This design comes from an exercise in tuning for small area, a short achievable clock period and few clock cycles on the open sky130 flow, not from production work. Where RTL was checked, it was by simulation tests only, not by an equivalence proof against the original. The flow treats the clock pin as an ideal source, which a real chip does not have. No activity file was given, so power comes from the tool's default toggle rates.

Setup of west:
// round_robin_thread_scheduler
module round_robin_thread_scheduler
#(
  parameter int MAX_THREADS = 16
) (
  input  wire logic        clk_i,
  input  wire logic        rst_ni,
  input  wire logic        in_valid_i,
  output logic             in_stall_o,
  input  wire logic [2:0]  mode_i,
  input  wire logic [3:0]  thread_id_i,
  input  wire logic [15:0] sleep_quanta_i,
  output logic             out_valid_o,
  input  wire logic        out_stall_i,
  output logic [1:0]       status_o,
  output logic [31:0]      result_value_o,
  output logic [3:0]       running_thread_o,
  output logic             running_valid_o,
  output logic [31:0]      total_quanta_o
);
  localparam int N = 16;
  logic [N-1:0]  used_q, rdy_q, held_q, slp_q;
  logic [31:0]   ptq_q [N];
  logic [15:0]   dl_q  [N];
  logic [N*N-1:0] ob_q;
  logic [3:0]    cur_q;
  logic          curv_q;
  logic [31:0]   gq_q;
  logic          ov_q;
  logic [1:0]    st_q;
  logic [31:0]   val_q;
  logic          stall_q, qry_q, qv_q;
  logic          sw_q, pop_q, rq_q;
  logic          spawn_q, term_q, blk_q, res_q, slpc_q;
  logic [3:0]    tgt_q;
  assign in_stall_o = stall_q;
  logic accept;
  assign accept = in_valid_i & ~in_stall_o;
  function automatic logic older(input logic [N*N-1:0] m, input int i, input int j);
    older = (i < j) ? m[i*N+j] : ~m[j*N+i];
  endfunction
  logic [N-1:0] head_oh;
  always_comb begin
    for (int i = 0; i < N; i++) begin
      head_oh[i] = rdy_q[i];
      for (int j = 0; j < N; j++)
        if (j != i) head_oh[i] = head_oh[i] & (~rdy_q[j] | older(ob_q, i, j));
    end
  end
  logic [3:0] head;
  always_comb begin
    head = '0;
    for (int i = 0; i < N; i++) if (head_oh[i]) head = head | 4'(i);
  end
  logic qne;
  assign qne = |rdy_q;
  logic [3:0] fid;
  logic       anyfree;
  always_comb begin
    fid = '0;
    for (int i = N-1; i >= 0; i--) if (!used_q[i]) fid = 4'(i);
  end
  assign anyfree = ~&used_q;
  logic [N-1:0] rsel_q, rsel_d;
  ...
For scale: ~1,100 flip-flops, about 100 I/O pins, roughly 0.048 mm^2 of cells after synthesis.
==> flow/config.mk <==
export PLATFORM = sky130hd
export DESIGN_NAME = round_robin_thread_scheduler
export DESIGN_NICKNAME = round_robin_thread_scheduler
export VERILOG_FILES = /design/flow/design.v
export SDC_FILE = /design/flow/constraint.sdc
export NUM_CORES = 8
export LEC_CHECK = 0
export CAP_MARGIN = 20
export CORE_MARGIN = 2
export CORE_UTILIZATION = 60
export PLACE_DENSITY = 0.7
export SLEW_MARGIN = 20
export TNS_END_PERCENT = 0
==> flow/constraint.sdc <==
create_clock -name core_clock -period 12.0 [get_ports {clk_i}]
set_input_delay 2.4000 -clock core_clock [delete_from_list [all_inputs] [get_ports {clk_i}]]
set_output_delay 2.4000 -clock core_clock [all_outputs]
set_load 0.01 [all_outputs]
standard.sh (not shown) runs the stock make flow with config.mk's settings and CLKGATE_MAP_FILE= SYNTH_SCRIPT=/design/flow/synth_recipe.tcl, a recipe that flattens the netlist after the stock synthesis.
==> flow/flow/run.sh <==
#!/bin/bash
# Standard layout with a tighter setup repair target (the clock stays at the design's period),
# a clock tree of fewer buffers and no dummy loads, port buffers sized up before clock tree
# synthesis, and cells stepped down in size after it wherever the worst slack allows.
cp standard.sh standard_copy.txt
export SETUP_SLACK_MARGIN=${SETUP_SLACK_MARGIN_OVERRIDE:-8.6}
export CTS_ARGS="-sink_clustering_enable -repair_clock_nets -dont_use_dummy_load -sink_clustering_size 22 -sink_clustering_max_diameter 100 -buf_list {sky130_fd_sc_hd__clkbuf_16}"
export PRE_CTS_TCL=$PWD/flow/iobuf.tcl
export POST_CTS_TCL=$PWD/flow/downsize.tcl
bash standard.sh > standard.log 2>&1
Other scripts of this flow, unchanged in this note and not shown: flow/flow/downsize.tcl, flow/flow/iobuf.tcl
Testbench counts of west, summed over its fixed seeds: cycles 49,907.
Relative to west, the following input files were edited for south:
-- flow/design.v --
<<< west, line 64
  logic          ov_q;
  logic [1:0]    st_q;
  logic [31:0]   val_q;
  logic          stall_q, qry_q, qv_q;
  logic          sw_q, pop_q, rq_q;
  logic          spawn_q, term_q, blk_q, res_q, slpc_q;
>>> south, line 64
  logic          ov_q;
  logic [1:0]    st_q;
  logic [31:0]   valo_q;
  logic [3:0]    sid_q;
  logic          qres_q;
  logic          stall_q;
  logic          sw_q, pop_q, rq_q;
  logic          spawn_q, term_q, blk_q, res_q, slpc_q;
<<< west, line 97
  end
  assign anyfree = ~&used_q;
  logic [N-1:0] rsel_q, rsel_d;
  logic [31:0]  rdat, rinc;
  always_comb begin
    rdat = '0;
    for (int i = 0; i < N; i++) rdat = rdat | (ptq_q[i] & {32{rsel_q[i]}});
  end
  rrts_sat_inc u_inc (.a_i(rdat), .inc_o(rinc));
  logic [31:0] gq_inc;
  rrts_sat_inc u_ginc (.a_i(gq_q), .inc_o(gq_inc));
>>> south, line 99
  end
  assign anyfree = ~&used_q;
  logic [N-1:0] rsel_q, rsel_d, tid_oh, msel, pwe;
  logic [31:0]  rdat, rdq_q, rinc, qval;
  logic         fwd;
  always_comb begin
    for (int i = 0; i < N; i++) tid_oh[i] = thread_id_i == 4'(i);
  end
  assign fwd  = |(tid_oh & pwe);
  assign msel = in_stall_o ? rsel_q : (tid_oh & ~pwe);
  always_comb begin
    rdat = '0;
    for (int i = 0; i < N; i++) rdat = rdat | (ptq_q[i] & {32{msel[i]}});
  end
  always_ff @(posedge clk_i) rdq_q <= rdat;
  rrts_sat_inc u_inc (.a_i(rdq_q), .inc_o(rinc));
  assign qval = rdat | (rinc & {32{fwd}});
  logic [31:0] gq_inc;
  rrts_sat_inc u_ginc (.a_i(gq_q), .inc_o(gq_inc));
<<< west, line 164
      ov_q   <= 1'b0;
      stall_q <= 1'b0;
      qry_q  <= 1'b0;
      cur_q  <= 4'd0;
      curv_q <= 1'b1;
>>> south, line 174
      ov_q   <= 1'b0;
      stall_q <= 1'b0;
      cur_q  <= 4'd0;
      curv_q <= 1'b1;
<<< west, line 170
      gq_q   <= 32'd1;
    end else begin
      stall_q <= accept | qry_q | (ov_q & out_stall_i);
      qry_q <= accept & is_qry;
      if (ov_q && !out_stall_i) ov_q <= 1'b0;
      if (qry_q) ov_q <= 1'b1;
      if (accept) begin
        ov_q   <= ~is_qry;
        cur_q  <= cur_d;
        curv_q <= curv_d;
>>> south, line 179
      gq_q   <= 32'd1;
    end else begin
      stall_q <= accept | (ov_q & out_stall_i);
      if (ov_q && !out_stall_i) ov_q <= 1'b0;
      if (accept) begin
        ov_q   <= 1'b1;
        cur_q  <= cur_d;
        curv_q <= curv_d;
<<< west, line 186
    if (accept) begin
      st_q  <= st_d;
      val_q <= (is_spawn && anyfree) ? 32'(fid) : 32'd0;
    end
    if (qv_q) val_q <= rdat;
  end
  always_ff @(posedge clk_i) begin
    sw_q    <= accept & sw;
    qv_q    <= accept & is_qry & usedt;
    pop_q   <= accept & sw & qne;
    rq_q    <= accept & is_tick & curv_q & qne;
>>> south, line 193
    if (accept) begin
      st_q  <= st_d;
      sid_q  <= (is_spawn && anyfree) ? fid : 4'd0;
      qres_q <= is_qry & usedt;
    end
  end
  always_ff @(posedge clk_i) begin
    if (accept) valo_q <= (is_qry && usedt) ? qval : ((is_spawn && anyfree) ? 32'(fid) : 32'd0);
    else valo_q <= qres_q ? rdat : 32'(sid_q);
  end
  always_ff @(posedge clk_i) begin
    sw_q    <= accept & sw;
    pop_q   <= accept & sw & qne;
    rq_q    <= accept & is_tick & curv_q & qne;
<<< west, line 258
  end
  logic [31:0]  pwd;
  logic [N-1:0] pwe;
  assign pwd = rinc & {32{~spawn_q}};
  assign pwe = ({N{spawn_q}} & tsel) | ({N{sw_q}} & rsel_q);
  always_ff @(posedge clk_i or negedge rst_ni) begin
    if (!rst_ni) ptq_q[0] <= 32'd1;
>>> south, line 268
  end
  logic [31:0]  pwd;
  logic [N-1:0] fid_oh;
  always_comb begin
    for (int i = 0; i < N; i++) fid_oh[i] = ~used_q[i] & (&(used_q | ~((N'(1) << i) - N'(1))));
  end
  always_ff @(posedge clk_i or negedge rst_ni) begin
    if (!rst_ni) pwe <= '0;
    else pwe <= (accept && is_spawn) ? fid_oh : ({N{sw_q}} & rsel_q);
  end
  assign pwd = rinc & {32{~spawn_q}};
  always_ff @(posedge clk_i or negedge rst_ni) begin
    if (!rst_ni) ptq_q[0] <= 32'd1;
<<< west, line 271
  assign out_valid_o      = ov_q;
  assign status_o         = st_q;
  assign result_value_o   = val_q;
  logic [3:0]  curo_q;
  logic        curvo_q;
>>> south, line 287
  assign out_valid_o      = ov_q;
  assign status_o         = st_q;
  assign result_value_o   = valo_q;
  logic [3:0]  curo_q;
  logic        curvo_q;
Notes after the runs:
- Compared with west, south shows a wire length per cell that is about 1.7% lower.
- The lower number of non-clock buffers in the layout came out of south.
- Between west and south, the clock network fraction of design power is lower for west.
- [diff] final wirelength, south relative to west: regression
- In south, the synthesized area per cell came out about 2.7% below the value in west.
- Looking at end point of the critical path, the ptq_q[7][10] result is from west; the ptq_q[3][11] one comes from south.
- Going from west to south, the sequential share of layout area was found to have gone down by 0.55 points.
The RTL of south was laid out without a check of its function.

static timing again, ports no longer ideal:
No port has a modelled driver above. Below, the same layouts with a new extraction and two added sets of constraints.
Step 1 assumes that a clkbuf_16 drives the clock port and a buf_2 every other input.
Step 2 times the ports against the registers' clock, not the clock port: input delays grow and output delays shrink by t, the midpoint of the rising clock arrivals with the driver on.
a / b / c = ideal / step 1 / step 2; a / b = the first two.
run | t (ns) | setup slack, ns | hold WS [ns] | worst setup path after step 2 | cell pins on the clock port's net
west | 0.705 | 8.216 / 8.216 / 7.611 | 0.470 / 0.470 / 0.470 | input to register | 1
south | 0.722 | 7.970 / 7.970 / 7.261 | 0.455 / 0.455 / 0.455 | input to register | 1
After both steps setup and hold are still met in every run listed. The setup slack of south, which loses most, moves by 0.000 ns with the drivers and by -0.709 ns with both steps.
